Context: an optimization exercise on an open-source flow, tuned for small area, a short achievable clock period and few clock cycles. The choices shown serve that exercise and are no tape-out recipe. No run shown here included a check of the RTL's function; only the layout flow was run. Power and IR drop assume default switching activity.

`design/flow/flow/run.sh`:
```
#!/bin/bash
# Standard ORFS layout, with the port buffers made from the smallest plain buffer.
set -euo pipefail
export BUFFER_PORTS_ARGS="-buffer_cell sky130_fd_sc_hd__buf_1"
bash standard.sh > standard_flow.log 2>&1
```
`design/flow/standard.sh`:
```
#!/bin/bash
# synth_recipe.tcl (not shown) runs the flow's synth.tcl, then flattens the netlist and writes it again
# the make line also repeats each setting of config.mk as NAME=value (left out here)
make -C /OpenROAD-flow-scripts/flow DESIGN_CONFIG=/design/flow/config.mk WORK_HOME=/design/flow/orfs CLKGATE_MAP_FILE= SYNTH_SCRIPT=/design/flow/synth_recipe.tcl "${@:-finish}"
```
`design/flow/design.v`:
```
`default_nettype none
package isa_pkg;
    localparam int xlen = 32;
    localparam int reg_idx_w = 5;
    localparam int instr_bytes = 4;
    localparam int shamt_w = 5;
endpackage
`default_nettype wire
`default_nettype none
package exu_pkg;
    localparam int dec_op_w = 4;
    typedef enum logic [0:0] {
        unit_rglr = 1'b0,
        unit_brch = 1'b1
    } exu_unit_e;
    typedef enum logic [dec_op_w-1:0] {
        rop_add   = 4'd0,
        rop_sub   = 4'd1,
        rop_and   = 4'd2,
        rop_or    = 4'd3,
        rop_xor   = 4'd4,
        rop_sll   = 4'd5,
        rop_srl   = 4'd6,
        rop_sra   = 4'd7,
        rop_slt   = 4'd8,
        rop_sltu  = 4'd9,
        rop_lui   = 4'd10,
        rop_auipc = 4'd11
    } rglr_op_e;
    typedef enum logic [2:0] {
        bop_beq  = 3'd0,
        bop_bne  = 3'd1,
        bop_blt  = 3'd2,
        bop_bge  = 3'd3,
        bop_bltu = 3'd4,
        bop_bgeu = 3'd5,
        bop_jal  = 3'd6,
        bop_jalr = 3'd7
    } brch_op_e;
    typedef enum logic [3:0] {
        alu_add   = 4'd0,
        alu_sub   = 4'd1,
        alu_and   = 4'd2,
        alu_or    = 4'd3,
        alu_xor   = 4'd4,
        alu_sll   = 4'd5,
        alu_srl   = 4'd6,
        alu_sra   = 4'd7,
        alu_slt   = 4'd8,
        alu_sltu  = 4'd9,
        alu_pass2 = 4'd10
    } alu_op_e;
endpackage
`default_nettype wire
`timescale 1ns/1ps
`default_nettype none
import isa_pkg::*;
import exu_pkg::*;
module exu_top
(
    input  wire logic                 clk,
    input  wire logic                 reset,
    input  wire logic                 dec_op_vld,
    output logic                      dec_op_rdy,
    input  wire logic                 dec_unit,
    input  wire logic [dec_op_w-1:0]  dec_op,
    input  wire logic                 dec_use_imm,
    input  wire logic [reg_idx_w-1:0] dec_rd_idx,
    input  wire logic [xlen-1:0]      dec_pc,
    input  wire logic [xlen-1:0]      dec_imm,
    input  wire logic [xlen-1:0]      rs1_rdata,
    input  wire logic [xlen-1:0]      rs2_rdata,
    output logic                      gpr_wbck_vld,
    input  wire logic                 gpr_wbck_rdy,
    output logic [reg_idx_w-1:0]      gpr_wbck_idx,
    output logic [xlen-1:0]           gpr_wbck_wdata,
    output logic                      pipe_flush_req,
    input  wire logic                 pipe_flush_ack,
    output logic [xlen-1:0]           pipe_flush_pc_op1,
    output logic [xlen-1:0]           pipe_flush_pc_op2
);
    logic            w_free;
    logic            f_free;
    logic            accept;
    logic            is_brch;
    logic            is_jump;
    logic            is_lui;
    logic            is_auipc;
    logic            sel_imm;
    logic            use_pc;
    logic            do_sub;
    logic [xlen-1:0] a;
    logic [xlen-1:0] y;
    logic [xlen-1:0] opa;
    logic [xlen-1:0] opb;
    logic [xlen-1:0] sum;
    logic [xlen-1:0] shf_in;
    logic [xlen-1:0] shf_out;
    logic [xlen-1:0] shf_res;
    logic            shf_fill;
    logic [shamt_w-1:0] shamt;
    logic            shf_left;
    logic            lt_s;
    logic            lt_u;
    logic            lt;
    logic            eq;
    logic            taken;
    logic            needs_w;
    logic            use_a;
    logic            a_pos;
    logic            a_neg;
    logic            y_imm;
    logic            y_rs2;
    logic            sel_and;
    logic            sel_or;
    logic            sel_xor;
    logic            sel_sll;
    logic            sel_shr;
    logic            sel_slt;
    logic            sel_ltu;
    logic            sel_sum;
    logic [xlen-1:0] gen;
    logic [xlen-1:0] prp;
    logic [xlen-1:0] cry;
    logic [xlen-1:0] other;
    logic [xlen-1:0] res_c0;
    logic [xlen-1:0] res_c1;
    logic [xlen-1:0] res;
    assign w_free = !gpr_wbck_vld || gpr_wbck_rdy;
    assign f_free = !pipe_flush_req || pipe_flush_ack;
    assign dec_op_rdy = (w_free || !needs_w) && (f_free || !is_brch);
    assign accept     = dec_op_vld && dec_op_rdy;
    assign is_brch  = (dec_unit == unit_brch);
    assign is_jump  = is_brch && (dec_op[2:1] == 2'b11);
    assign is_lui   = !is_brch && (dec_op == rop_lui);
    assign is_auipc = !is_brch && (dec_op == rop_auipc);
    assign needs_w  = !is_brch || is_jump;
    assign sel_imm = !is_brch && (dec_use_imm || is_lui || is_auipc);
    assign a       = rs1_rdata;
    assign y_imm   = sel_imm && !is_jump;
    assign y_rs2   = !sel_imm && !is_jump;
    always_comb begin
        y = ({xlen{y_imm}} & dec_imm) | ({xlen{y_rs2}} & rs2_rdata);
        y[2] = y[2] | is_jump;
    end
    assign use_pc = is_auipc || is_jump;
    assign use_a  = !use_pc && !is_lui;
    assign do_sub = is_brch ? !is_jump : (dec_op == rop_sub || dec_op == rop_slt || dec_op == rop_sltu);
    assign a_pos  = use_a && !do_sub;
    assign a_neg  = use_a && do_sub;
    assign opa    = ({xlen{a_pos}} & a) | ({xlen{a_neg}} & ~a) | ({xlen{use_pc}} & dec_pc);
    assign opb    = y;
    always_comb begin
        logic [xlen-1:0] gg, pp;
        gen = opa & opb;
        prp = opa ^ opb;
        gg  = gen;
        pp  = prp;
        for (int l = 0; l < 5; l++) begin
            for (int i = 0; i < xlen; i++) begin
                if (((i >> l) & 1) == 1) begin
                    gg[i] = gg[i] | (pp[i] & gg[((i >> l) << l) - 1]);
                    pp[i] = pp[i] & pp[((i >> l) << l) - 1];
                end
            end
        end
        cry = {gg[xlen-2:0], 1'b0};
    end
    assign sum = prp ^ cry ^ {xlen{do_sub}};
    assign lt_s = (a[xlen-1] != y[xlen-1]) ? a[xlen-1] : sum[xlen-1];
    assign lt_u = (a[xlen-1] != y[xlen-1]) ? y[xlen-1] : sum[xlen-1];
    assign eq      = (prp == '1);
    always_comb begin
        case (dec_op[2:1])
            2'b00:   lt = eq;
            2'b01:   lt = lt_s;
            2'b10:   lt = lt_u;
            default: lt = 1'b0;
        endcase
        taken = is_jump || (lt ^ dec_op[0]);
    end
    assign shf_left = !dec_op[1];
    assign shf_fill = dec_op[1] && dec_op[0] && a[xlen-1];
    always_comb begin
        for (int i = 0; i < xlen; i++) shf_in[i] = shf_left ? a[xlen-1-i] : a[i];
    end
    assign shamt   = dec_use_imm ? dec_imm[shamt_w-1:0] : rs2_rdata[shamt_w-1:0];
    assign shf_out = $signed({shf_fill, shf_in}) >>> shamt;
    always_comb begin
        for (int i = 0; i < xlen; i++) shf_res[i] = shf_out[xlen-1-i];
    end
    assign sel_and = !is_brch && (dec_op == rop_and);
    assign sel_or  = !is_brch && (dec_op == rop_or);
    assign sel_xor = !is_brch && (dec_op == rop_xor);
    assign sel_sll = !is_brch && (dec_op == rop_sll);
    assign sel_shr = !is_brch && (dec_op == rop_srl || dec_op == rop_sra);
    assign sel_slt = !is_brch && (dec_op == rop_slt);
    assign sel_ltu = !is_brch && (dec_op == rop_sltu);
    assign sel_sum = !(sel_and || sel_or || sel_xor || sel_sll || sel_shr || sel_slt || sel_ltu);
    assign other = ({xlen{sel_and || sel_or}}  & gen)
                 | ({xlen{sel_or || sel_xor}}  & prp)
                 | ({xlen{sel_sll}} & shf_res)
                 | ({xlen{sel_shr}} & shf_out)
                 | xlen'((sel_slt && lt_s) || (sel_ltu && lt_u));
    assign res_c0 = sel_sum ? (prp ^ {xlen{do_sub}}) : other;
    assign res_c1 = sel_sum ? ~(prp ^ {xlen{do_sub}}) : other;
    always_comb begin
        for (int i = 0; i < xlen; i++) res[i] = cry[i] ? res_c1[i] : res_c0[i];
    end
    always_ff @(posedge clk) begin
        if (reset) begin
            gpr_wbck_vld <= 1'b0;
        end else if (w_free) begin
            gpr_wbck_vld <= accept && needs_w;
        end
    end
    always_ff @(posedge clk) begin
        if (w_free) begin
            gpr_wbck_idx   <= dec_rd_idx;
            gpr_wbck_wdata <= res;
        end
    end
    always_ff @(posedge clk) begin
        if (reset) begin
            pipe_flush_req <= 1'b0;
        end else if (f_free) begin
            pipe_flush_req <= accept && is_brch && taken;
        end
    end
    always_ff @(posedge clk) begin
        if (f_free) begin
            pipe_flush_pc_op1 <= (dec_op[0] && is_jump) ? a : dec_pc;
            pipe_flush_pc_op2 <= dec_imm;
        end
    end
endmodule
`default_nettype wire
```
`design/flow/config.mk`:
```
export PLATFORM = sky130hd
export DESIGN_NAME = exu_top
export DESIGN_NICKNAME = exu_top
export VERILOG_FILES = /design/flow/design.v
export SDC_FILE = /design/flow/constraint.sdc
export NUM_CORES = 4
export LEC_CHECK = 0
export ABC_AREA = 1
export CAP_MARGIN = 20
export CORE_MARGIN = 2
export CORE_UTILIZATION = 40
export SETUP_SLACK_MARGIN = 4.5
export SLEW_MARGIN = 20
export TNS_END_PERCENT = 10
```
`design/flow/constraint.sdc`:
```
create_clock -name core_clock -period 9.0 [get_ports {clk}]
set_input_delay 1.8000 -clock core_clock [delete_from_list [all_inputs] [get_ports {clk}]]
set_output_delay 1.8000 -clock core_clock [all_outputs]
set_load 0.01 [all_outputs]
```
==> summary.txt, run 1 <==
status=finished clean; CP Depth=21; Reg-to-Reg End=pipe_flush_pc_op2[13]; final worst slack=4260 ps; row count=55; Total Neg Setup Slack=0 ps; Die W=157 um; DRT antenna net count=0; P_leak=0.00505 uW; Placeable Area=22,800 um^2; hold slack=~730 ps; Post-synth top flop=edfxtp_1; setup slack, reg-to-reg=7490 ps; synthesized area per cell=7.00 um^2; Clock power frac=21.5%; critical path type=input port to flop; Die Height=~160 um; Final nets=1,785; CTS root buf=clkbuf_16; worst hold path depth=5; largest net degree at the start of global routing=63; CP top delay family=simple AND/OR/NAND/NOR gates; hpwl dp=30,000 um; overall routing resource usage=about a third; Initial Util=41.0%; syn nets=~1,500; dominant cells by area after synthesis=edfxtp_1 (32%), nand2_1 (16%), nand3_1 (9.3%), o21ai_0 (6.2%), xor2_1 (4.3%); DR iter-0 viols=1,379; initial antenna violation count=0; synth cell count leaders=nand2_1 (386), nand3_1 (173), o21ai_0 (115); Synth async-reset ratio=0%; Pwr Density=roughly 170 nW/um^2; largest area contributor in the netlist=edfxtp_1; Num CTS Buffers=9; unique cell type count in the Yosys netlist=41; worst vdd ir=approximately 0.11 mV; Req. time, crit path=between 9000 and 10,000 ps; multi-input logic area=6090 um^2; Antenna Cells=0; Net Sw Power=856 uW; Switching Fraction=between 40% and 50%; Max-slew headroom=31.0%; crit-path max FO=7; final-layout fill cell count=2,198; clock latency on the worst-skew pair=~370 ps; worst hold-check path type=flop to flop; Final Cycle Share=52.6%; Critical Path Start=dec_op[2]; clock buffer depth=2; worst-path cell with the longest stage delay=o311ai_4; critical path data arrival time=4830 ps; #FFs+latches synth=103; TritonCTS clock tree=done; first-pass GRT wire length=61,300 um; DP Area=10,400 um^2; post-synthesis sequential area ratio=32.9%; non-filler cells, final=approximately 1,900; number of synthesized flops with an enable pin=101; Worst Tran Pin Value=between 1000 and 1500 ps; Die ar.=roughly 25,000 um^2; Critical Path End Type=flop; register area=3070 um^2; Routed WL=42,600 um; synthesized area=9350 um^2; Layout area overhead=30.9%; design area=12,200 um^2; most common cell in the netlist=nand2_1; worst setup path endpoint=gpr_wbck_wdata[17]; vias in the first global route=~10,000; layout cell share with drive strength beyond 1=14.6%; htree depth=3; clk sinks=103; Slew Viols, Final=0; most frequent CP cell=nand2_1; Residual DRC=0; max_cap viols=0; final hold violation count=0; WL/cell=22.1 um; endpoints failing setup=0; CP bufs+invs=6; Worst-path clk slew=80 ps; cell breakdown of the critical path=buf_12 > nor2_4 > nand2_4 > o311ai_4 > buf_12 > buf_12 > nand2_1 > o21ai_0 > nand2_1 > ha_4 > buf_4 > a21oi_2 > nand2_1 > a21oi_4 > nand2_4 > buf_4 > buf_4 > a21oi_1 > xnor2_1 > nand2_1 > nand4_1; Comb power frac=46.5%; Worst Skew=8.49 ps; Post-Place Cells=around 1,800; top cell type's share of synthesized area=32.4%; CP peak stage delay=330 ps; internal power=1220 uW; register share of total power=32.0%; Place WS=1870 ps; DRT Pass-1 Iters=6; launch point of the worst hold path=gpr_wbck_vld; startpoint types=input port; Syn. warnings=1; Via-to-Cell Ratio=5.83; I/O pins=between 200 and 250; Vias=approximately 11,000; RSZ-0062 raised after global routing=yes; Buffers on Ports=247; Max Clock Freq=211 MHz; crit path time final=~4700 ps; Final GP Congestion=0.945; GRT overflow=0; Syn Inst Count=1,335; worst r2r src=pipe_flush_req; cell count of the worst reg-to-reg path=1
-- flip-flops by register name (all words and copies together) (netlist names) --
register	cells
gpr_wbck_idx	5
gpr_wbck_vld	1
gpr_wbck_wdata	32
pipe_flush_pc_op1	32
pipe_flush_pc_op2	32
pipe_flush_req	1
-- worst min-delay path, stage by stage (launching register included) --
cell	delay, ps
dfxtp_1	370
nand3_1	80
o21ai_0	70
inv_1	60
nand3_1	60
a21oi_1	50
-- worst min path at each step --
| stage | to | slack, ps |
|---|---|---|
| after global placement | gpr_wbck_vld | 700 |
| after CTS | gpr_wbck_vld | 730 |
| after global routing | gpr_wbck_vld | 790 |
| after detailed placement | gpr_wbck_vld | 720 |
| final | gpr_wbck_vld | 730 |
| after floorplan | gpr_wbck_vld | 760 |
-- per-stage QoR --
stage          power (uW)  utilization [%]
6_report             2070             53.7
5_1_grt              2170             53.7
4_1_cts              2030             52.8
3_5_place_dp         1450             45.8
3_3_place_gp         1460             45.8
2_1_floorplan        1190                -
-- layout make-up --
class	count	area share, %
multi-input combinational	1049	49.8
sequential	103	25.1
timing repair buffer	338	15.7
inverter	105	3.40
tap	313	3.20
clock buffer	9	1.84
clock inverter	7	0.777
timing repair inverter	3	0.164
-- power groups by stage --
stage | Clock (uW) | Sequential (uW) | Combinational, uW
after CTS | 453 | 663 | 909
after global routing | 463 | 670 | 1040
final | 446 | 662 | 964
after floorplan | 0 | 714 | 478
after detailed placement | 0 | 674 | 781
after global placement | 0 | 672 | 783
-- layer usage --
layer / up-vias / GRT usage (%) / routed length, um
li1: 5175 / - / -
met1: 5187 / 43.7 / 16800
met2: 718 / 52.8 / 18700
met3: 159 / 6.51 / 4270
met4: 0 / 20.1 / 2880
met5: - / 0 / 0
-- layout by cell type, fill, tap and decap left out, types with 6 or more instances in the layout --
master	instances
nand2_1	358
buf_1	241
nand3_1	172
o21ai_0	104
edfxtp_1	101
inv_1	86
buf_4	75
o21ai_1	54
xor2_1	46
a21oi_1	42
nor2_1	34
o211ai_1	29
nand4_1	28
nand2_2	23
ha_1	18
a32oi_1	14
inv_2	12
xnor2_1	11
clkbuf_16	11
ha_4	10
nand2_4	9
a22oi_1	9
o21ai_2	9
a21oi_2	8
buf_12	7
nor2_2	6
-- kinds of logic after synthesis --
family | Yosys count | share of synthesized area, %
buffers and inverters | 188 | 8.45
adders and majority gates | 32 | 4.28
and+or+nand+nor | 649 | 29.6
xor gates and xnor gates | 57 | 5.34
muxes | 6 | 0.669
AOI/OAI and AO/OA | 300 | 18.8
DFF | 103 | 32.9
-- repair_timing --
item	in CTS	in global routing
cloned	13	1
buffers inserted	67	8
pin swaps	61	32
gates resized for setup	123	26
setup endpoints to repair	34	34
hold buffers	0	0
==> inputs of run 2 (changes only) <==
--- a/design/flow/config.mk
+++ b/design/flow/config.mk
@@ -12,3 +12,3 @@
 export SETUP_SLACK_MARGIN = 4.5
 export SLEW_MARGIN = 20
-export TNS_END_PERCENT = 10
+export TNS_END_PERCENT = 30
==> run 2 against run 1 <==
Still clean. Register-to-register slack worse by 160 ps. Wire length fell by 1.4%. Critical endpoint is now gpr_wbck_wdata[31]. Critical path type unchanged. Via count shrank 1.2%. Sequential power is essentially flat. Worst setup slack got worse by 57 ps. First-iteration DRC count is 3.6% higher.
==> summary.txt, run 2 <==
Residual DRC=0 (unchanged); I/O pins=248 (unchanged); Worst Skew=17.9 ps (was 8.49 ps); clock buffer depth=2 (unchanged); top cell type's share of synthesized area=32.4% (unchanged); max_cap viols=0 (unchanged); TritonCTS clock tree=done (unchanged); met3 track demand over resource=4.76% (was 6.51%); Die W=157 um (unchanged); startpoint types=input port (unchanged); unique cell type count in the Yosys netlist=41 (unchanged); Antenna Cells=0 (unchanged); leading cell types in the layout, fill and taps excluded=nand2_1 (352), buf_1 (241), nand3_1 (166) (was nand2_1 (358), buf_1 (241), nand3_1 (172)); Via-to-Cell Ratio=5.79 (was 5.83); Routed WL=42,000 um (was 42,600 um); Final Util=53.5% (was 53.7%); Die ar.=24,600 um^2 (unchanged); final hold violation count=0 (unchanged); Syn Inst Count=1,335 (unchanged); worst vdd ir=0.0925 mV (was 0.114 mV); design area=12,200 um^2 (about the same); DRT Pass-1 Iters=6 (unchanged); Die Height=157 um (unchanged); largest area contributor in the netlist=edfxtp_1 (unchanged); synth cell count leaders=nand2_1 (386), nand3_1 (173), o21ai_0 (115) (unchanged); CTS root buf=clkbuf_16 (unchanged); GRT overflow=0 (unchanged); #FFs+latches synth=103 (unchanged); critical path type=input port to flop (unchanged); Req. time, crit path=9080 ps (was 9090 ps); Worst Tran Pin Value=1020 ps (was 1030 ps); Worst-path clk slew=80 ps (about the same); RSZ-0062 raised after global routing=yes (unchanged); largest net degree at the start of global routing=65 (was 63); initial antenna violation count=0 (unchanged); clk sinks=103 (unchanged); layout cell share with drive strength beyond 1=15.3% (was 14.6%); post-synthesis sequential area ratio=32.9% (unchanged); met1 GRT Util=42.7% (was 43.7%); vias in the first global route=10,000 (was 10,300); critical path data arrival time=4870 ps (was 4830 ps); Layout area overhead=30.4% (was 30.9%); Final nets=1,776 (was 1,785); crit-path max FO=7 (unchanged); hpwl dp=29,700 um (was 30,000 um); Final GP Congestion=0.967 (was 0.945); CTS Hold Bufs=0 (unchanged); synthesized area per cell=7.00 um^2 (unchanged); Max-slew headroom=32.1% (was 31.0%); P_leak=0.00501 uW (was 0.00505 uW); Post-synth top flop=edfxtp_1 (unchanged); DRT antenna net count=0 (unchanged); overall routing resource usage=33.1% (was 33.9%); commonest non-fill, non-tap cell in the layout=nand2_1 (unchanged); Num CTS Buffers=9 (unchanged); Buffers on Ports=247 (unchanged); DP Area=10,500 um^2 (was 10,400 um^2); M2 GR Usage=54.1% (was 52.8%); GRT Max-Usage Layer=met2 (unchanged); crit path time final=4800 ps (was 4740 ps); status=finished clean (unchanged); Total Neg Setup Slack=0 ps (unchanged); Placeable Area=22,800 um^2 (unchanged); number of synthesized flops with an enable pin=101 (unchanged); htree depth=3 (unchanged); Critical Path End Type=flop (unchanged); endpoints failing setup=0 (unchanged); WL/cell=21.9 um (was 22.1 um); syn nets=1,511 (unchanged); Synth async-reset ratio=0% (unchanged); synthesized area=9350 um^2 (unchanged); Vias=11,100 (was 11,200); Slew Viols, Final=0 (unchanged); Max Clock Freq=209 MHz (was 211 MHz); dominant cells by area after synthesis=edfxtp_1 (32%), nand2_1 (16%), nand3_1 (9.3%), o21ai_0 (6.2%), xor2_1 (4.3%) (unchanged); DR iter-0 viols=1,428 (was 1,379); Final Cycle Share=53.3% (was 52.6%); clock latency on the worst-skew pair=380 ps (was 370 ps); Initial Util=41.0% (unchanged); worst hold-check path type=flop to flop (unchanged); first-pass GRT wire length=60,000 um (was 61,300 um); Pwr Density=167 nW/um^2 (was 169 nW/um^2); Syn. warnings=1 (unchanged); row count=55 (unchanged); top flop regs=gpr_wbck_wdata x32, pipe_flush_pc_op1 x32, pipe_flush_pc_op2 x32 (unchanged); hold slack=773 ps (was 728 ps); most common cell in the netlist=nand2_1 (unchanged)
run 2: final timing paths:
kind                                     start            endpoint  slack [ps]  depth (start not counted)
worst max-delay path                 dec_op[1]  gpr_wbck_wdata[31]        4200                         22
worst min-delay path              gpr_wbck_vld        gpr_wbck_vld         770                          5
worst max register to register  pipe_flush_req      pipe_flush_req        7330                          7
worst min register to register    gpr_wbck_vld        gpr_wbck_vld         770                          5
run 2: worst max-delay path: stages:
cell and delay [ps]:
clkbuf_16 140, nand3_4 80, buf_12 150, nand2_8 80, nand2_8 70, inv_8 70, o311ai_4 120, buf_12 160
buf_12 120, buf_6 110, o211ai_1 430, ha_2 420, nand4_1 170, nor3_4 70, buf_4 140, a21oi_4 160
nand2_1 80, nand2_2 90, nand2_2 70, buf_4 130, nand2_2 50, nand4_1 150
run 2: what timing repair did:
action,CTS,global route
endpoints found under the setup margin,34,34
pin swaps,55,51
gates cloned,7,1
setup buffers,54,16
hold endpoints to repair,0,0
gates resized for setup,107,71
run 2: layer usage:
metal / vias to the layer above / part of all wire, %
li1: 5157 / -
met1: 5095 / 38
met2: 721 / 46
met3: 128 / 11
met4: 0 / 5.8
met5: - / 0
run 2: report_power, final:
group          internal [uW]  switching (uW)  total, uW  leakage, uW
clock network            197             215        412     0.000143
registers                633            28.7        662      0.00109
logic                    350             614        964      0.00378
total                   1180             858       2040      0.00501
run 2: cells by family (layout without fill, tap and decap cells):
logic type / count (synthesis) / after routing / share of synthesized area, %
and+or+nand+nor: 649 / 653 / 29.6
AOI/OAI and AO/OA: 300 / 301 / 18.8
buffers and inverters: 188 / 453 / 8.45
DFF: 103 / 103 / 32.9
xor gates and xnor gates: 57 / 57 / 5.34
adders and majority gates: 32 / 32 / 4.28
muxes: 6 / 6 / 0.669
run 2: layout make-up:
cell class | instances | area (um^2)
Clock buffer | 10 | 229
Clock inverter | 6 | 62.6
Fill cell | 2217 | 10600
Timing Repair inverter | 1 | 7.51
Timing Repair Buffer | 331 | 1810
Tap cell | 313 | 392
Sequential cell | 103 | 3070
Multi-Input combinational cell | 1049 | 6190
Inverter | 105 | 419
run 2: per-stage QoR:
step	total power [uW]	instances	setup WS, ps
2_1_floorplan	1190	1335	4370
3_3_place_gp	1460	1824	2160
3_5_place_dp	1460	1824	1910
4_1_cts	1960	1901	4390
5_1_grt	2140	1918	4180
6_report	2040	1918	4200
==> inputs of run 3 (changes only) <==
--- a/design/flow/config.mk
+++ b/design/flow/config.mk
@@ -10,5 +10,6 @@
 export CORE_MARGIN = 2
 export CORE_UTILIZATION = 40
+export PLACE_DENSITY = 0.7
 export SETUP_SLACK_MARGIN = 4.5
 export SLEW_MARGIN = 20
-export TNS_END_PERCENT = 30
+export TNS_END_PERCENT = 0
==> run 3 against run 2 <==
Critical endpoint is now gpr_wbck_wdata[19]. Clock skew fell by 12 ps. Wire length down 0.63%. Sequential share of layout area is 0.57 points higher. Clock power about the same. Utilization down 1.2 points. Area after synthesis unchanged. Critical path type unchanged. Die area is the same. Final area shrank 2.2%. Flip-flop and latch count is the same.
==> summary.txt, run 3 <==
number of synthesized flops with an enable pin=101 (unchanged); Layout area overhead=27.5% (was 30.4%); Routed WL=41,700 um (was 42,000 um); CP top delay family=simple AND/OR/NAND/NOR gates (was buffers and inverters); most frequent CP cell=nand2_8; CTS root buf=clkbuf_16 (unchanged); DRT Pass-1 Iters=6 (unchanged); vias in the first global route=10,300 (was 10,000); CP bufs+invs=5 (was 8); Antenna Cells=0 (unchanged); Syn. warnings=1 (unchanged); synthesized area=9350 um^2 (unchanged); initial antenna violation count=0 (unchanged); TritonCTS clock tree=done (unchanged); worst vdd ir=0.0988 mV (was 0.0925 mV); worst-path cell with the longest stage delay=ha_1 (was o211ai_1); CTS Hold Bufs=0 (unchanged); final hold violation count=0 (unchanged); Num CTS Buffers=9 (unchanged); P_leak=0.00493 uW (was 0.00501 uW); #FFs+latches synth=103 (unchanged); unique cell type count in the Yosys netlist=41 (unchanged); Final Cycle Share=52.9% (was 53.3%); crit-path max FO=7 (unchanged); Worst Tran Pin Value=989 ps (was 1020 ps); largest area contributor in the netlist=edfxtp_1 (unchanged); Worst Skew=5.65 ps (was 17.9 ps); final worst slack=4240 ps (was 4200 ps); first-pass GRT wire length=60,100 um (was 60,000 um); WL/cell=21.8 um (was 21.9 um); syn nets=1,511 (unchanged); overall routing resource usage=33.1% (about the same); RSZ-0062 raised after global routing=yes (unchanged); startpoint types=input port (unchanged); htree depth=3 (unchanged); Buffers on Ports=247 (unchanged); Pwr Density=169 nW/um^2 (was 167 nW/um^2); Critical Path End Type=flop (unchanged); max_cap viols=0 (unchanged); clock buffer depth=2 (unchanged); synth cell count leaders=nand2_1 (386), nand3_1 (173), o21ai_0 (115) (unchanged); Die ar.=24,600 um^2 (unchanged); Placeable Area=22,800 um^2 (unchanged); critical path type=input port to flop (unchanged); top flop regs=gpr_wbck_wdata x32, pipe_flush_pc_op1 x32, pipe_flush_pc_op2 x32 (unchanged); worst hold-check path type=flop to flop (unchanged); I/O pins=248 (unchanged); Total Neg Setup Slack=0 ps (unchanged); endpoints failing setup=0 (unchanged); Place WS=1640 ps (was 1910 ps); top cell type's share of synthesized area=32.4% (unchanged); row count=55 (unchanged); Max Clock Freq=210 MHz (was 209 MHz); status=finished clean (unchanged); GRT overflow=0 (unchanged); CP peak stage delay=350 ps (was 430 ps); Die Height=157 um (unchanged); Worst-path clk slew=80 ps (about the same); DRT antenna net count=0 (unchanged); Post-Place Cells=1,820 (was 1,824); DP Area=10,400 um^2 (was 10,500 um^2); Final GP Congestion=0.997 (was 0.967); Final nets=1,775 (was 1,776); non-filler cells, final=1,917 (was 1,918); dominant cells by area after synthesis=edfxtp_1 (32%), nand2_1 (16%), nand3_1 (9.3%), o21ai_0 (6.2%), xor2_1 (4.3%) (unchanged); critical path data arrival time=4830 ps (was 4870 ps); final-layout fill cell count=2,192 (was 2,217); layout cell share with drive strength beyond 1=13.4% (was 15.3%); Vias=11,400 (was 11,100); clk sinks=103 (unchanged); Residual DRC=0 (unchanged); commonest non-fill, non-tap cell in the layout=nand2_1 (unchanged); Max-slew headroom=33.8% (was 32.1%); leading cell types in the layout, fill and taps excluded=nand2_1 (356), buf_1 (241), nand3_1 (172) (was nand2_1 (352), buf_1 (241), nand3_1 (166)); DR iter-0 viols=1,610 (was 1,428); Initial Util=41.0% (unchanged); crit path time final=4760 ps (was 4800 ps); design area=11,900 um^2 (was 12,200 um^2); Post-synth top flop=edfxtp_1 (unchanged); Slew Viols, Final=0 (unchanged); cell breakdown of the critical path=clkbuf_16 > buf_12 > nand3_4 > nand2_8 > nand2_8 > clkinvlp_4 > o311ai_4 > buf_2 > o211ai_1 > ha_1 > nand2_2 > nor2_4 > and3_4 > nand2_4 > nand2_8 > buf_4 > a31oi_4 > o21ai_2 > a21oi_1 > o21ai_1 > nand4_1 (was clkbuf_16 > nand3_4 > buf_12 > nand2_8 > nand2_8 > inv_8 > o311ai_4 > buf_12 > buf_12 > buf_6 > o211ai_1 > ha_2 > nand4_1 > nor3_4 > buf_4 > a21oi_4 > nand2_1 > nand2_2 > nand2_2 > buf_4 > nand2_2 > nand4_1); most common cell in the netlist=nand2_1 (unchanged); Die W=157 um (unchanged); post-synthesis sequential area ratio=32.9% (unchanged); hpwl dp=29,400 um (was 29,700 um); synthesized area per cell=7.00 um^2 (unchanged); largest net degree at the start of global routing=63 (was 65); Via-to-Cell Ratio=5.93 (was 5.79); Syn Inst Count=1,335 (unchanged); clock latency on the worst-skew pair=360 ps (was 380 ps); Req. time, crit path=9070 ps (was 9080 ps); Synth async-reset ratio=0% (unchanged)
==> run 3: where the power goes <==
part           total [uW]  switching, uW  internal [uW]
clock                 412            216            195
sequential            665           31.4            634
combinational         933            603            330
==> run 3: worst min-delay path, stage by stage (launching register included) <==
cell and delay [ps]:
dfxtp_1 380, nand3_1 90, o21ai_0 80, inv_1 60, nand3_1 70, a21oi_1 60
==> run 3: layer usage <==
metal / wire, um / share of wire, % / vias up / GRT usage [%]
met3: 4800 / 12 / 165 / 5.76
met1: 15600 / 37 / 5205 / 41.6
met2: 18700 / 45 / 838 / 54.3
li1: - / - / 5164 / -
met4: 2570 / 6.2 / 0 / 17.5
met5: 0 / 0 / - / 0
==> run 3: final cells by class <==
type	count	area, um^2	share of cell area [%]
flip-flops and latches	103	3070	25.8
clock inverters	7	66.3	0.556
inverters	105	412	3.45
repair buffers	327	1690	14.1
well taps	313	392	3.29
repair inverters	2	15.0	0.126
multi-input cells	1051	6050	50.8
clock buffers	9	225	1.89
==> run 3: cells by family after synthesis <==
family | synth area share [%]
AO/OA/AOI/OAI | 18.8
XOR/XNOR | 5.34
adder cells (fa/ha/maj) | 4.28
buffers and inverters | 8.45
flip-flops | 32.9
multiplexers | 0.669
AND/OR/NAND/NOR | 29.6
==> run 3: repair_timing <==
item / 4_1_cts / 5_1_grt
setup buffers: 56 / 12
hold endpoints to repair: 0 / 0
cloned: 12 / 0
gates resized for setup: 115 / 28
setup endpoints to repair: 34 / 33
pin swaps: 55 / 31
==> run 3: stage by stage <==
stage / power (uW) / hold slack (ps) / util (%)
after floorplan: 1190 / 759 / -
after global placement: 1450 / 709 / 45.6
after detailed placement: 1450 / 750 / 45.6
after CTS: 1950 / 760 / 51.4
after global routing: 2100 / 881 / 52.3
final: 2010 / 792 / 52.3
==> run 3: path summary, 6_finish.rpt <==
check,cells after the start,slack [ps],from,endpoint
setup reg to reg,7,7400,pipe_flush_req,pipe_flush_req
hold / removal,5,790,gpr_wbck_vld,gpr_wbck_vld
hold reg to reg,5,790,gpr_wbck_vld,gpr_wbck_vld
setup / recovery,21,4240,dec_op[1],gpr_wbck_wdata[19]
==> inputs of run 4 (changes only) <==
--- a/design/flow/config.mk
+++ b/design/flow/config.mk
@@ -9,6 +9,5 @@
 export CAP_MARGIN = 20
 export CORE_MARGIN = 2
-export CORE_UTILIZATION = 40
-export PLACE_DENSITY = 0.7
+export CORE_UTILIZATION = 45
 export SETUP_SLACK_MARGIN = 4.5
 export SLEW_MARGIN = 20
==> run 4 against run 3 <==
Power grew 3.6%. Clock power is 15% higher. Critical path depth up 4. First-iteration DRC count down 16%. Critical path type unchanged. Hold slack improved by 5.4 ps. Register-to-register slack better by 30 ps. Cell count down 2.7%. Final area up 0.36%. Die area down 11%. Non-clock buffer count shrank 9. Utilization increased by 6.6 points. Clock skew grew 3.1 ps.
==> summary.txt, run 4 <==
Final nets=1,766 (was 1,775); Placeable Area=20,300 um^2 (was 22,800 um^2); max_cap viols=0 (unchanged); Final Cycle Share=52.3% (was 52.9%); worst vdd ir=0.104 mV (was 0.0988 mV); row count=52 (was 55); Syn. warnings=1 (unchanged); leading cell types in the layout, fill and taps excluded=nand2_1 (355), buf_1 (241), nand3_1 (170) (was nand2_1 (356), buf_1 (241), nand3_1 (172)); Final GP Congestion=0.965 (was 0.997); commonest non-fill, non-tap cell in the layout=nand2_1 (unchanged); status=finished clean (unchanged); largest area contributor in the netlist=edfxtp_1 (unchanged); Pwr Density=174 nW/um^2 (was 169 nW/um^2); Worst-path clk slew=80 ps (about the same); I/O pins=248 (unchanged); synthesized area=9350 um^2 (unchanged); launch point of the worst hold path=gpr_wbck_vld (unchanged); Syn Inst Count=1,335 (unchanged); cell count of the worst reg-to-reg path=7 (unchanged); layout cell share with drive strength beyond 1=14.4% (was 13.4%); top cell type's share of synthesized area=32.4% (unchanged); most common cell in the netlist=nand2_1 (unchanged); Post-Synth Simple-Gate Area=29.6% (unchanged); register share of total power=31.7% (was 33.1%); Die ar.=21,900 um^2 (was 24,600 um^2); Via-to-Cell Ratio=5.97 (was 5.93); Initial Util=46.0% (was 41.0%); syn nets=1,511 (unchanged); Critical Path Start=dec_op[3] (was dec_op[1]); crit-path max FO=9 (was 7); Switching Fraction=41.3% (was 42.3%); clk sinks=103 (unchanged); Comb power frac=45.6% (was 46.4%); Post-synth top flop=edfxtp_1 (unchanged); Clock power frac=22.7% (was 20.5%); largest net degree at the start of global routing=63 (unchanged); DR iter-0 viols=1,356 (was 1,610); dominant cells by area after synthesis=edfxtp_1 (32%), nand2_1 (16%), nand3_1 (9.3%), o21ai_0 (6.2%), xor2_1 (4.3%) (unchanged); WL/cell=22.4 um (was 21.8 um); htree depth=3 (unchanged); overall power=2080 uW (was 2010 uW); Req. time, crit path=9120 ps (was 9070 ps); overall routing resource usage=35.8% (was 33.1%); final-layout fill cell count=1,968 (was 2,192); mux share of post-synthesis cell area=0.669% (unchanged); Die Height=148 um (was 157 um); TritonCTS clock tree=done (unchanged); endpoints failing setup=0 (unchanged); multi-input logic area=6140 um^2 (was 6050 um^2); final hold violation count=0 (unchanged); number of synthesized flops with an enable pin=101 (unchanged); startpoint types=input port (unchanged); critical path data arrival time=4830 ps (about the same); Die W=148 um (was 157 um); worst setup path endpoint=gpr_wbck_wdata[30] (was gpr_wbck_wdata[19]); Vias=11,100 (was 11,400); P_leak=0.00491 uW (was 0.00493 uW); Buffers on Ports=247 (unchanged); #FFs+latches synth=103 (unchanged); setup slack, reg-to-reg=7430 ps (was 7400 ps); worst r2r src=pipe_flush_req (unchanged); Net Sw Power=860 uW (was 850 uW); vias in the first global route=9,993 (was 10,300); synth cell count leaders=nand2_1 (386), nand3_1 (173), o21ai_0 (115) (unchanged); Max Clock Freq=212 MHz (was 210 MHz); xor/xnor share of the synthesized area=5.34% (unchanged); RSZ-0062 raised after global routing=yes (unchanged); largest family of logic cells by synthesized area=simple AND/OR/NAND/NOR gates (unchanged); Synth Area in Compound Gates=18.8% (unchanged); DRT antenna net count=0 (unchanged); DRT Pass-1 Iters=6 (unchanged); synthesized area per cell=7.00 um^2 (unchanged); clock latency on the worst-skew pair=370 ps (was 360 ps); post-synthesis sequential area ratio=32.9% (unchanged); Synth async-reset ratio=0% (unchanged); Antenna Cells=0 (unchanged); GRT overflow=0 (unchanged); Routed WL=41,800 um (was 41,700 um); top flop regs=gpr_wbck_wdata x32, pipe_flush_pc_op1 x32, pipe_flush_pc_op2 x32 (unchanged); internal power=1220 uW (was 1160 uW); hpwl dp=29,700 um (was 29,400 um); Worst Tran Pin Value=1050 ps (was 989 ps); Layout area overhead=28.0% (was 27.5%); crit path time final=4710 ps (was 4760 ps); Max-slew headroom=29.9% (was 33.8%); critical path type=input port to flop (unchanged); unique cell type count in the Yosys netlist=41 (unchanged); Total Neg Setup Slack=0 ps (unchanged); CTS root buf=clkbuf_16 (unchanged); CTS Hold Bufs=0 (unchanged); initial antenna violation count=2 (was 0); Worst Skew=8.71 ps (was 5.65 ps); Slew Viols, Final=0 (unchanged); Num CTS Buffers=9 (unchanged); hold slack=797 ps (was 792 ps); Residual DRC=0 (unchanged); Reg-to-Reg End=pipe_flush_req (unchanged); Post-Synth Adder-Cell Area=4.28% (unchanged); clock buffer depth=2 (unchanged); Critical Path End Type=flop (unchanged); worst hold-check path type=flop to flop (unchanged); first-pass GRT wire length=58,600 um (was 60,100 um); register area=3070 um^2 (unchanged)
run 4: cell counts after synthesis:
Identical to the previous run, type by type.
run 4: critical path: stages:
cell	delay [ps]
buf_8	90
inv_2	50
nor2_4	150
inv_2	80
nor3_4	220
nor2_4	70
buf_6	130
clkinvlp_4	70
buf_6	160
buf_12	140
nand2_1	130
o211ai_1	120
ha_1	280
nand2_2	100
inv_1	50
a21oi_2	160
nand2_4	110
nand2_4	110
nand2_8	80
a21oi_4	220
o21bai_4	120
a21oi_2	160
xor2_1	80
nand2_1	70
nand4_1	70
run 4: repair_timing:
item / CTS / global route
hold endpoints to repair: 0 / 0
gates resized for setup: 74 / 93
pin swaps: 22 / 64
setup endpoints to repair: 34 / 34
setup buffers: 26 / 32
cloned: 10 / 2
run 4: cell families after synthesis:
group                    after synthesis
adder cells (fa/ha/maj)               32
flip-flops                           103
multiplexers                           6
AO/OA/AOI/OAI                        300
buffers and inverters                188
AND/OR/NAND/NOR                      649
XOR/XNOR                              57
run 4: power by group through the flow:
| stage | Combinational, uW | Clock [uW] | Sequential (uW) |
|---|---|---|---|
| 2_1_floorplan | 473 | 0 | 714 |
| 3_3_place_gp | 781 | 0 | 671 |
| 3_5_place_dp | 782 | 0 | 671 |
| 4_1_cts | 844 | 477 | 660 |
| 5_1_grt | 1010 | 491 | 668 |
| 6_report | 949 | 474 | 659 |
run 4: per-stage QoR:
step / cell area [um^2] / utilization, % / cells / worst slack (ps)
2_1_floorplan: 9400 / - / 1335 / 4260
3_3_place_gp: 10300 / 51.0 / 1779 / 2150
3_5_place_dp: 10300 / 51.0 / 1779 / 2020
4_1_cts: 11400 / 55.9 / 1831 / 4440
5_1_grt: 12000 / 58.9 / 1865 / 4160
6_report: 12000 / 58.9 / 1865 / 4290
run 4: routing by layer:
| metal | wire [um] | GRT usage [%] | share of wire, % |
|---|---|---|---|
| met1 | 15800 | 46.3 | 38 |
| met2 | 18900 | 56.4 | 45 |
| met3 | 4670 | 7.55 | 11 |
| met4 | 2490 | 19.3 | 6.0 |
| met5 | 0 | 0 | 0 |
run 4: cell type report:
class,count,share of cell area [%]
clock buffers,9,1.88
clock inverters,7,1.08
inverters,105,3.47
multi-input cells,1051,51.3
flip-flops and latches,103,25.7
well taps,270,2.82
repair buffers,318,13.6
repair inverters,2,0.105
run 4: how the worst min path moves through the flow:
| stage | end | slack (ps) | depth (start not counted) |
|---|---|---|---|
| finish | gpr_wbck_vld | 800 | 5 |
| global route | gpr_wbck_vld | 830 | 5 |
| CTS | gpr_wbck_vld | 750 | 5 |
| detailed placement | gpr_wbck_vld | 730 | 5 |
| global placement | gpr_wbck_vld | 730 | 5 |
| floorplan | gpr_wbck_vld | 760 | 5 |
==> inputs of run 5 (changes only) <==
--- a/design/flow/config.mk
+++ b/design/flow/config.mk
@@ -9,5 +9,6 @@
 export CAP_MARGIN = 20
 export CORE_MARGIN = 2
-export CORE_UTILIZATION = 45
+export CORE_UTILIZATION = 40
+export GPL_ROUTABILITY_DRIVEN = 0
 export SETUP_SLACK_MARGIN = 4.5
 export SLEW_MARGIN = 20
==> run 5 against run 4 <==
Cell count grew 3.1%. Global-route usage shrank 3.2 points. Non-clock buffer count grew 15.
==> summary.txt, run 5 <==
Placeable Area=22,800 um^2 (was 20,300 um^2); overall routing resource usage=32.6% (was 35.8%); initial antenna violation count=0 (was 2); unique cell type count in the Yosys netlist=41 (unchanged); Syn. warnings=1 (unchanged); DR iter-0 viols=1,396 (was 1,356); leading cell types in the layout, fill and taps excluded=nand2_1 (349), buf_1 (241), nand3_1 (169) (was nand2_1 (355), buf_1 (241), nand3_1 (170)); DRT Pass-1 Iters=8 (was 6); WL/cell=21.7 um (was 22.4 um); crit-path max FO=25 (was 9); clk sinks=103 (unchanged); dominant cells by area after synthesis=edfxtp_1 (32%), nand2_1 (16%), nand3_1 (9.3%), o21ai_0 (6.2%), xor2_1 (4.3%) (unchanged); TritonCTS clock tree=done (unchanged); CTS Hold Bufs=0 (unchanged); largest area contributor in the netlist=edfxtp_1 (unchanged); post-synthesis sequential area ratio=32.9% (unchanged); commonest non-fill, non-tap cell in the layout=nand2_1 (unchanged); Worst Tran Pin Value=1050 ps (about the same); design area=12,200 um^2 (was 12,000 um^2); P_leak=0.00504 uW (was 0.00491 uW); Syn Inst Count=1,335 (unchanged); RSZ-0062 raised after global routing=yes (unchanged); synthesized area=9350 um^2 (unchanged); synth cell count leaders=nand2_1 (386), nand3_1 (173), o21ai_0 (115) (unchanged); GRT overflow=0 (unchanged); Die Height=157 um (was 148 um); final-layout fill cell count=2,233 (was 1,968); Pwr Density=169 nW/um^2 (was 174 nW/um^2); Post-Place Cells=1,825 (was 1,779); DRT antenna net count=0 (unchanged); CTS root buf=clkbuf_16 (unchanged); layout cell share with drive strength beyond 1=14.7% (was 14.4%); Slew Viols, Final=0 (unchanged); Total Neg Setup Slack=0 ps (unchanged); #FFs+latches synth=103 (unchanged); Final nets=1,780 (was 1,766); Req. time, crit path=9130 ps (was 9120 ps); Num CTS Buffers=9 (unchanged); Initial Util=41.0% (was 46.0%); critical path data arrival time=4880 ps (was 4830 ps); synthesized area per cell=7.00 um^2 (unchanged); htree depth=3 (unchanged); Final Cycle Share=52.9% (was 52.3%); worst vdd ir=0.114 mV (was 0.104 mV); Die ar.=24,600 um^2 (was 21,900 um^2); top flop regs=gpr_wbck_wdata x32, pipe_flush_pc_op1 x32, pipe_flush_pc_op2 x32 (unchanged); Via-to-Cell Ratio=5.89 (was 5.97); largest net degree at the start of global routing=63 (unchanged); Post-synth top flop=edfxtp_1 (unchanged); Die W=157 um (was 148 um); critical path type=input port to flop (unchanged); Top Metal Used=met4 (unchanged); Max-slew headroom=30.1% (was 29.9%); max_cap viols=0 (unchanged); most common cell in the netlist=nand2_1 (unchanged); wl on met1=15,200 um (was 15,800 um); Buffers on Ports=247 (unchanged); Synth async-reset ratio=0% (unchanged); WL met3=4830 um (was 4670 um); I/O pins=248 (unchanged); DP Area=10,400 um^2 (was 10,300 um^2); final hold violation count=0 (unchanged); Critical Path End Type=flop (unchanged); hpwl dp=29,600 um (was 29,700 um); Worst Skew=11.3 ps (was 8.71 ps); Vias=11,300 (was 11,100); number of synthesized flops with an enable pin=101 (unchanged); syn nets=1,511 (unchanged); vias in the first global route=10,400 (was 9,993); first-pass GRT wire length=59,700 um (was 58,600 um); Max Clock Freq=210 MHz (was 212 MHz); Worst-path clk slew=80 ps (about the same); Layout area overhead=30.3% (was 28.0%); worst hold-check path type=flop to flop (unchanged); WL met2=18,800 um (was 18,900 um); non-filler cells, final=1,922 (was 1,865); status=finished clean (unchanged); endpoints failing setup=0 (unchanged); top cell type's share of synthesized area=32.4% (unchanged); startpoint types=input port (unchanged); clock buffer depth=2 (unchanged); Antenna Cells=0 (unchanged); clock latency on the worst-skew pair=370 ps (about the same); Residual DRC=0 (unchanged); Routed WL=41,700 um (was 41,800 um); row count=55 (was 52); crit path time final=4760 ps (was 4710 ps)
[run 5: cell counts after synthesis]
Identical to the previous run, type by type.
[run 5: power by group]
part / leakage [uW] / internal (uW) / switching, uW
sequential: 0.00109 / 633 / 27.1
combinational: 0.00380 / 347 / 613
clock: 0.000158 / 226 / 216
total: 0.00504 / 1210 / 855
[run 5: stage by stage]
stage | total power (uW) | worst slack, ps | utilization (%) | hold slack, ps
2_1_floorplan | 1190 | 4260 | - | 759
3_3_place_gp | 1450 | 2510 | 45.8 | 772
3_5_place_dp | 1450 | 2310 | 45.8 | 757
4_1_cts | 1970 | 4410 | 50.7 | 769
5_1_grt | 2160 | 4190 | 53.5 | 856
6_report | 2060 | 4240 | 53.5 | 805
[run 5: logic make-up after synthesis]
kind of cell,after synthesis,synth area share (%)
compound gates,300,18.8
simple gates,649,29.6
buf+inv,188,8.45
xor+xnor,57,5.34
fa+ha+maj,32,4.28
mux,6,0.669
flops,103,32.9
[run 5: worst max-delay path, stage by stage]
cell,delay [ps]
clkbuf_16,120
buf_12,120
buf_4,120
inv_2,50
nor2_1,80
inv_1,80
nor2_2,790
nor2_1,160
nand3_1,570
inv_2,430
a21oi_1,240
nand4_1,110
o21ai_1,140
inv_1,70
[run 5: path summary, 6_finish.rpt]
check / start / to / slack (ps) / depth (start not counted)
setup reg to reg: pipe_flush_req / pipe_flush_req / 7460 / 7
setup / recovery: dec_op[1] / gpr_wbck_wdata[2] / 4240 / 14
hold reg to reg: gpr_wbck_vld / gpr_wbck_vld / 800 / 5
hold / removal: gpr_wbck_vld / gpr_wbck_vld / 800 / 5
[run 5: area by class of cell]
class	instances	area, um^2	area share (%)
flip-flops and latches	103	3070	25.2
repair buffers	333	1840	15.1
multi-input cells	1050	6130	50.4
inverters	105	410	3.37
clock buffers	9	225	1.85
well taps	313	392	3.22
clock inverters	7	95.1	0.781
repair inverters	2	12.5	0.103
[run 5: timing repair]
item,4_1_cts,5_1_grt
setup endpoints to repair,34,34
gates resized for setup,91,91
setup buffers,32,35
pin swaps,29,57
cloned,11,2
[run 5: metal layers]
metal	vias up	track usage, %
met4	0	19.9
met3	173	7.17
li1	5173	-
met2	833	52.3
met5	-	0
met1	5139	40.0
==> inputs of run 6 (changes only) <==
--- a/design/flow/config.mk
+++ b/design/flow/config.mk
@@ -10,6 +10,5 @@
 export CORE_MARGIN = 2
 export CORE_UTILIZATION = 40
-export GPL_ROUTABILITY_DRIVEN = 0
-export SETUP_SLACK_MARGIN = 4.5
+export SETUP_SLACK_MARGIN = 5.0
 export SLEW_MARGIN = 20
 export TNS_END_PERCENT = 0
==> run 6 against run 5 <==
Still clean on timing, DRC and antenna. Die area unchanged. First-iteration DRC count decreased by 1.2%. Sequential share of layout area decreased by 0.11 points. Register-to-register slack improved by 30 ps. Cell count increased by 0.26%. Critical endpoint is now gpr_wbck_wdata[17]. Highest routed layer unchanged.
==> summary.txt, run 6 <==
cell count of the worst reg-to-reg path=1 (was 7); Req. time, crit path=9090 ps (was 9130 ps); worst r2r src=pipe_flush_req (unchanged); Final nets=1,785 (was 1,780); Place WS=1870 ps (was 2310 ps); clock latency on the worst-skew pair=370 ps (about the same); Die Height=157 um (unchanged); worst hold-check path type=flop to flop (unchanged); Synth async-reset ratio=0% (unchanged); post-synthesis sequential area ratio=32.9% (unchanged); Worst Skew=8.49 ps (was 11.3 ps); Pwr Density=169 nW/um^2 (about the same); cell breakdown of the critical path=buf_12 > nor2_4 > nand2_4 > o311ai_4 > buf_12 > buf_12 > nand2_1 > o21ai_0 > nand2_1 > ha_4 > buf_4 > a21oi_2 > nand2_1 > a21oi_4 > nand2_4 > buf_4 > buf_4 > a21oi_1 > xnor2_1 > nand2_1 > nand4_1 (was clkbuf_16 > buf_12 > buf_4 > inv_2 > nor2_1 > inv_1 > nor2_2 > nor2_1 > nand3_1 > inv_2 > a21oi_1 > nand4_1 > o21ai_1 > inv_1); Worst Tran Pin Value=1030 ps (was 1050 ps); critical path data arrival time=4830 ps (was 4880 ps); Max-slew headroom=31.0% (was 30.1%); Buffers on Ports=247 (unchanged); hold slack=728 ps (was 805 ps); hpwl dp=30,000 um (was 29,600 um); DR iter-0 viols=1,379 (was 1,396); Critical Path End Type=flop (unchanged); top flop regs=gpr_wbck_wdata x32, pipe_flush_pc_op1 x32, pipe_flush_pc_op2 x32 (unchanged); row count=55 (unchanged); overall power=2070 uW (was 2060 uW); Final Util=53.7% (was 53.5%); CTS root buf=clkbuf_16 (unchanged); htree depth=3 (unchanged); max_cap viols=0 (unchanged); Die W=157 um (unchanged); initial antenna violation count=0 (unchanged); DRT antenna net count=0 (unchanged); CTS Hold Bufs=0 (unchanged); synthesized area per cell=7.00 um^2 (unchanged); Reg-to-Reg End=pipe_flush_pc_op2[13] (was pipe_flush_req); Critical Path Start=dec_op[2] (was dec_op[1]); worst-path cell with the longest stage delay=o311ai_4 (was nor2_2); Syn Inst Count=1,335 (unchanged); Syn. warnings=1 (unchanged); worst setup path endpoint=gpr_wbck_wdata[17] (was gpr_wbck_wdata[2]); startpoint types=input port (unchanged); most common cell in the netlist=nand2_1 (unchanged); TritonCTS clock tree=done (unchanged); Die ar.=24,600 um^2 (unchanged); WL/cell=22.1 um (was 21.7 um); crit path time final=4740 ps (was 4760 ps); Residual DRC=0 (unchanged); RSZ-0062 raised after global routing=yes (unchanged); synthesized area=9350 um^2 (unchanged); Antenna Cells=0 (unchanged); GRT overflow=0 (unchanged); most frequent CP cell=nand2_1; DRT Pass-1 Iters=6 (was 8); CP peak stage delay=330 ps (was 790 ps); clock buffer depth=2 (unchanged); Post-synth top flop=edfxtp_1 (unchanged); Num CTS Buffers=9 (unchanged); I/O pins=248 (unchanged); CP Depth=21 (was 14); status=finished clean (unchanged); layout cell share with drive strength beyond 1=14.6% (was 14.7%); CP top delay family=simple AND/OR/NAND/NOR gates (unchanged); final hold violation count=0 (unchanged); Final GP Congestion=0.945; commonest non-fill, non-tap cell in the layout=nand2_1 (unchanged); met3 track demand over resource=6.51% (was 7.17%); Total Neg Setup Slack=0 ps (unchanged); crit-path max FO=7 (was 25); met1 GRT Util=43.7% (was 40.0%); overall routing resource usage=33.9% (was 32.6%); clk sinks=103 (unchanged); M2 GR Usage=52.8% (was 52.3%); Max Clock Freq=211 MHz (was 210 MHz); vias in the first global route=10,300 (was 10,400); syn nets=1,511 (unchanged); critical path type=input port to flop (unchanged); dominant cells by area after synthesis=edfxtp_1 (32%), nand2_1 (16%), nand3_1 (9.3%), o21ai_0 (6.2%), xor2_1 (4.3%) (unchanged); leading cell types in the layout, fill and taps excluded=nand2_1 (358), buf_1 (241), nand3_1 (172) (was nand2_1 (349), buf_1 (241), nand3_1 (169)); first-pass GRT wire length=61,300 um (was 59,700 um); number of synthesized flops with an enable pin=101 (unchanged); Layout area overhead=30.9% (was 30.3%); Initial Util=41.0% (unchanged); Slew Viols, Final=0 (unchanged); Final Cycle Share=52.6% (was 52.9%); top cell type's share of synthesized area=32.4% (unchanged); largest area contributor in the netlist=edfxtp_1 (unchanged); setup slack, reg-to-reg=7490 ps (was 7460 ps); largest net degree at the start of global routing=63 (unchanged); CP bufs+invs=6 (was 7); worst vdd ir=0.114 mV (about the same); Routed WL=42,600 um (was 41,700 um); GRT Max-Usage Layer=met2 (unchanged); Worst-path clk slew=80 ps (about the same); Vias=11,200 (was 11,300); #FFs+latches synth=103 (unchanged); P_leak=0.00505 uW (was 0.00504 uW); Placeable Area=22,800 um^2 (unchanged); Via-to-Cell Ratio=5.83 (was 5.89); final worst slack=4260 ps (was 4240 ps); endpoints failing setup=0 (unchanged); unique cell type count in the Yosys netlist=41 (unchanged); synth cell count leaders=nand2_1 (386), nand3_1 (173), o21ai_0 (115) (unchanged)
==> run 6: cell counts after synthesis <==
No cell type changed its count.
==> run 6: worst min path at each step <==
stage                  from      endpoint  cells past startpoint
5_1_grt        gpr_wbck_vld  gpr_wbck_vld                      5
6_report       gpr_wbck_vld  gpr_wbck_vld                      5
4_1_cts        gpr_wbck_vld  gpr_wbck_vld                      5
2_1_floorplan  gpr_wbck_vld  gpr_wbck_vld                      5
3_5_place_dp   gpr_wbck_vld  gpr_wbck_vld                      5
3_3_place_gp   gpr_wbck_vld  gpr_wbck_vld                      5
==> run 6: power by group <==
part           total [uW]  leakage, uW  switching, uW  internal (uW)
sequential            662      0.00109           28.6            633
combinational         964      0.00381            607            356
clock                 446     0.000158            219            226
==> run 6: per-layer routing <==
metal  up-vias  part of all wire [%]
li1       5175                     -
met1      5187                    39
met2       718                    44
met3       159                    10
met4         0                   6.8
met5         -                     0
==> run 6: cells by family after synthesis <==
logic type / count (synthesis) / share of synthesized area [%]
and+or+nand+nor: 649 / 29.6
AOI/OAI and AO/OA: 300 / 18.8
buffers and inverters: 188 / 8.45
DFF: 103 / 32.9
xor gates and xnor gates: 57 / 5.34
adders and majority gates: 32 / 4.28
muxes: 6 / 0.669
==> run 6: what timing repair did <==
| item | 4_1_cts | 5_1_grt |
|---|---|---|
| endpoints found under the setup margin | 34 | 34 |
| pin swaps | 61 | 32 |
| buffers inserted | 67 | 8 |
| resized for setup | 123 | 26 |
| cloned | 13 | 1 |
==> run 6: metrics by stage <==
stage | cells | cell area (um^2)
final | 1927 | 12200
after global routing | 1927 | 12200
after CTS | 1918 | 12000
after detailed placement | 1822 | 10400
after global placement | 1822 | 10400
after floorplan | 1335 | 9470
==> run 6: cell type report <==
type | count | area (um^2)
Timing Repair Buffer | 338 | 1920
Clock buffer | 9 | 225
Multi-Input combinational cell | 1049 | 6090
Clock inverter | 7 | 95.1
Inverter | 105 | 415
Fill cell | 2198 | 10500
Sequential cell | 103 | 3070
Tap cell | 313 | 392
Timing Repair inverter | 3 | 20.0
==> inputs of run 7 (changes only) <==
--- a/design/flow/config.mk
+++ b/design/flow/config.mk
@@ -7,8 +7,8 @@
 export LEC_CHECK = 0
 export ABC_AREA = 1
-export CAP_MARGIN = 20
+export CAP_MARGIN = 10
 export CORE_MARGIN = 2
 export CORE_UTILIZATION = 40
-export SETUP_SLACK_MARGIN = 5.0
-export SLEW_MARGIN = 20
+export SETUP_SLACK_MARGIN = 4.5
+export SLEW_MARGIN = 10
 export TNS_END_PERCENT = 0
==> run 7 against run 6 <==
Worst setup slack better by 51 ps. Cell count is 0.78% lower. Critical path depth increased by 1. First-iteration DRC count is 22% lower. Combinational power is 2.1% lower. Area after synthesis stayed put. Final area down 2.2%. Fmax increased by 1.1%. Critical endpoint is now gpr_wbck_wdata[26].
==> summary.txt, run 7 <==
status=finished clean (unchanged); top flop regs=gpr_wbck_wdata x32, pipe_flush_pc_op1 x32, pipe_flush_pc_op2 x32 (unchanged); DRT Pass-1 Iters=6 (unchanged); Max Clock Freq=213 MHz (was 211 MHz); most frequent CP cell=nand2_4 (was nand2_1); critical path data arrival time=4790 ps (was 4830 ps); critical path type=input port to flop (unchanged); Hold EP=gpr_wbck_vld (unchanged); xor/xnor share of the synthesized area=5.34% (unchanged); synthesized area=9350 um^2 (unchanged); Net Sw Power=840 uW (was 856 uW); endpoints failing setup=0 (unchanged); crit path time final=4690 ps (was 4740 ps); Final Util=52.5% (was 53.7%); cell count of the worst reg-to-reg path=7 (was 1); TritonCTS clock tree=done (unchanged); max_cap viols=0 (unchanged); startpoint types=input port (unchanged); clk sinks=103 (unchanged); Total Neg Setup Slack=0 ps (unchanged); worst hold path depth=5 (unchanged); Final nets=1,769 (was 1,785); final hold violation count=0 (unchanged); Req. time, crit path=9110 ps (was 9090 ps); vias in the first global route=10,200 (was 10,300); Routed WL=42,100 um (was 42,600 um); DRT antenna net count=0 (unchanged); initial antenna violation count=0 (unchanged); synthesized area per cell=7.00 um^2 (unchanged); Place WS=2280 ps (was 1870 ps); first-pass GRT wire length=61,100 um (was 61,300 um); Critical Path End Type=flop (unchanged); WL/cell=22.0 um (was 22.1 um); mux share of post-synthesis cell area=0.669% (unchanged); I/O pins=248 (unchanged); Comb power frac=46.9% (was 46.5%); P_leak=0.00495 uW (was 0.00505 uW); Buffers on Ports=247 (unchanged); hold slack=865 ps (was 728 ps); Die ar.=24,600 um^2 (unchanged); Post-Place Cells=1,824 (was 1,822); worst r2r src=pipe_flush_req (unchanged); commonest non-fill, non-tap cell in the layout=nand2_1 (unchanged); DR iter-0 viols=1,073 (was 1,379); Worst Skew=15.7 ps (was 8.49 ps); worst hold-check path type=flop to flop (unchanged); top cell type's share of synthesized area=32.4% (unchanged); non-filler cells, final=1,912 (was 1,927); Synth Area in Compound Gates=18.8% (unchanged); Max-slew headroom=27.6% (was 31.0%); Layout area overhead=28.0% (was 30.9%); layout cell share with drive strength beyond 1=13.4% (was 14.6%); Num CTS Buffers=9 (unchanged); Post-Synth Adder-Cell Area=4.28% (unchanged); Die Height=157 um (unchanged); largest area contributor in the netlist=edfxtp_1 (unchanged); Via-to-Cell Ratio=5.73 (was 5.83); leading cell types in the layout, fill and taps excluded=nand2_1 (356), buf_1 (240), nand3_1 (169) (was nand2_1 (358), buf_1 (241), nand3_1 (172)); internal power=1170 uW (was 1220 uW); Residual DRC=0 (unchanged); Clock power frac=20.2% (was 21.5%); htree depth=3 (unchanged); dominant cells by area after synthesis=edfxtp_1 (32%), nand2_1 (16%), nand3_1 (9.3%), o21ai_0 (6.2%), xor2_1 (4.3%) (unchanged); hpwl dp=30,300 um (was 30,000 um); setup slack, reg-to-reg=7320 ps (was 7490 ps); Reg-to-Reg End=pipe_flush_req (was pipe_flush_pc_op2[13]); Synth async-reset ratio=0% (unchanged); row count=55 (unchanged); most common cell in the netlist=nand2_1 (unchanged); register share of total power=32.9% (was 32.0%); Vias=11,000 (was 11,200); Post-Synth Simple-Gate Area=29.6% (unchanged); Die W=157 um (unchanged); Worst-path clk slew=70 ps (was 80 ps); Switching Fraction=41.8% (was 41.3%); worst vdd ir=0.0923 mV (was 0.114 mV); overall routing resource usage=33.6% (was 33.9%); Pwr Density=168 nW/um^2 (was 169 nW/um^2); Post-synth top flop=edfxtp_1 (unchanged); CP peak stage delay=310 ps (was 330 ps); post-synthesis sequential area ratio=32.9% (unchanged); final-layout fill cell count=2,266 (was 2,198); #FFs+latches synth=103 (unchanged); cell breakdown of the critical path=clkbuf_16 > buf_12 > nand3_4 > nand2_4 > nand2_4 > clkinvlp_4 > o311ai_4 > buf_6 > buf_16 > o211ai_1 > ha_1 > nand2_2 > nor2_2 > buf_4 > a21oi_4 > nand2_4 > a21oi_4 > buf_4 > o21bai_1 > xor2_1 > nand2_1 > nand4_1 (was buf_12 > nor2_4 > nand2_4 > o311ai_4 > buf_12 > buf_12 > nand2_1 > o21ai_0 > nand2_1 > ha_4 > buf_4 > a21oi_2 > nand2_1 > a21oi_4 > nand2_4 > buf_4 > buf_4 > a21oi_1 > xnor2_1 > nand2_1 > nand4_1); final worst slack=4310 ps (was 4260 ps); Worst Tran Pin Value=1090 ps (was 1030 ps); synth cell count leaders=nand2_1 (386), nand3_1 (173), o21ai_0 (115) (unchanged); Final GP Congestion=0.945 (about the same); launch point of the worst hold path=gpr_wbck_vld (unchanged); clock buffer depth=2 (unchanged); crit-path max FO=7 (unchanged); clock latency on the worst-skew pair=380 ps (was 370 ps); Syn. warnings=1 (unchanged); Initial Util=41.0% (unchanged); RSZ-0062 raised after global routing=yes (unchanged); worst-path cell with the longest stage delay=ha_1 (was o311ai_4); Final Cycle Share=52.1% (was 52.6%); Placeable Area=22,800 um^2 (unchanged); CTS root buf=clkbuf_16 (unchanged); syn nets=1,511 (unchanged); GRT overflow=0 (unchanged); largest net degree at the start of global routing=63 (unchanged); largest family of logic cells by synthesized area=simple AND/OR/NAND/NOR gates (unchanged); Syn Inst Count=1,335 (unchanged); unique cell type count in the Yosys netlist=41 (unchanged); number of synthesized flops with an enable pin=101 (unchanged); Slew Viols, Final=0 (unchanged)
-- run 7: cell counts after synthesis --
Identical to the previous run, type by type.
-- run 7: critical path: cells and delay by family --
kind | cells | cell delay, ps
compound gates | 5 | 860
fa+ha+maj | 1 | 310
buf+inv | 7 | 930
xor+xnor | 1 | 150
simple gates | 8 | 730
-- run 7: kinds of logic after synthesis --
kind of cell / Yosys count
buffers and inverters: 188
AO/OA/AOI/OAI: 300
multiplexers: 6
AND/OR/NAND/NOR: 649
adder cells (fa/ha/maj): 32
flip-flops: 103
XOR/XNOR: 57
-- run 7: final cells by class --
cell class	count	area, um^2	area share [%]
flip-flops and latches	103	3070	25.7
repair buffers	326	1790	15.0
clock inverters	7	66.3	0.555
diodes	1	2.50	0.0209
well taps	313	392	3.27
multi-input cells	1047	5990	50.1
inverters	105	412	3.44
clock buffers	9	225	1.88
repair inverters	1	7.51	0.0628
-- run 7: per-layer routing --
metal,vias to the layer above,part of all wire (%),global-route usage [%]
li1,5148,-,-
met1,5084,39,42.1
met2,616,47,55.9
met3,114,8.5,6.01
met4,0,4.9,16.1
met5,-,0,0
-- run 7: how the worst max path moves through the flow --
| stage | from | endpoint | slack, ps | cells after the start |
|---|---|---|---|---|
| after CTS | dec_op[1] | gpr_wbck_wdata[30] | 4450 | 22 |
| after global routing | dec_op[1] | gpr_wbck_wdata[30] | 4180 | 25 |
| after global placement | dec_op[1] | gpr_wbck_wdata[30] | 2360 | 23 |
| after detailed placement | dec_op[1] | gpr_wbck_wdata[29] | 2280 | 24 |
| after floorplan | dec_op[1] | gpr_wbck_wdata[30] | 4260 | 23 |
| final | dec_op[1] | gpr_wbck_wdata[26] | 4310 | 22 |
-- run 7: what timing repair did --
item	in CTS	in global routing
resized for setup	94	52
gates cloned	9	1
pin swaps	49	37
hold buffers	0	0
setup buffers	45	16
endpoints found under the setup margin	34	34
-- run 7: stage by stage --
stage	power [uW]	area [um^2]
2_1_floorplan	1190	9400
3_3_place_gp	1460	10400
3_5_place_dp	1460	10400
4_1_cts	1950	11600
5_1_grt	2110	12000
6_report	2010	12000
-- run 7: power groups by stage --
stage	registers (uW)	logic, uW	clock network, uW
2_1_floorplan	714	473	0
3_3_place_gp	673	785	0
3_5_place_dp	672	784	0
4_1_cts	663	877	411
5_1_grt	670	1020	427
6_report	661	944	407

## what the ideal ports hide
The flow's constraints put no driver on any port. The routed layouts listed below were extracted and timed again, unchanged, in two steps. Step 1, drivers: a clkbuf_16 drives clk and a buf_2 each remaining input, both assumed. Step 2 times the ports against the registers' clock, not the clock port: input delays grow and output delays shrink by t, the midpoint of the rising clock arrivals with the driver on. Three values: ideal, step 1, step 2; two values: the first two.
run | t, ns | setup slack, ns | worst setup path at the end | latest minus earliest clock arrival (ns) | worst slew at a driven data input, ns
run 1 | 0.406 | 4.262 / 4.258 / 3.852 | input to register | 0.017 / 0.016 | 0.08
run 2 | 0.414 | 4.205 / 4.197 / 3.783 | input to register | 0.020 / 0.020 | 0.08
run 3 | 0.415 | 4.235 / 4.244 / 3.828 | input to register | 0.010 / 0.009 | 0.06
run 4 | 0.414 | 4.291 / 4.265 / 3.851 | input to register | 0.014 / 0.015 | 0.08
run 5 | 0.416 | 4.243 / 4.226 / 3.810 | input to register | 0.019 / 0.020 | 0.10
run 6 | 0.406 | 4.262 / 4.258 / 3.852 | input to register | 0.017 / 0.016 | 0.08
run 7 | 0.411 | 4.313 / 4.297 / 3.886 | input to register | 0.018 / 0.018 | 0.07
After both steps setup and hold are still met in every run listed. The setup slack of run 4, which loses most, moves by -0.026 ns with the drivers and by -0.440 ns with both steps.
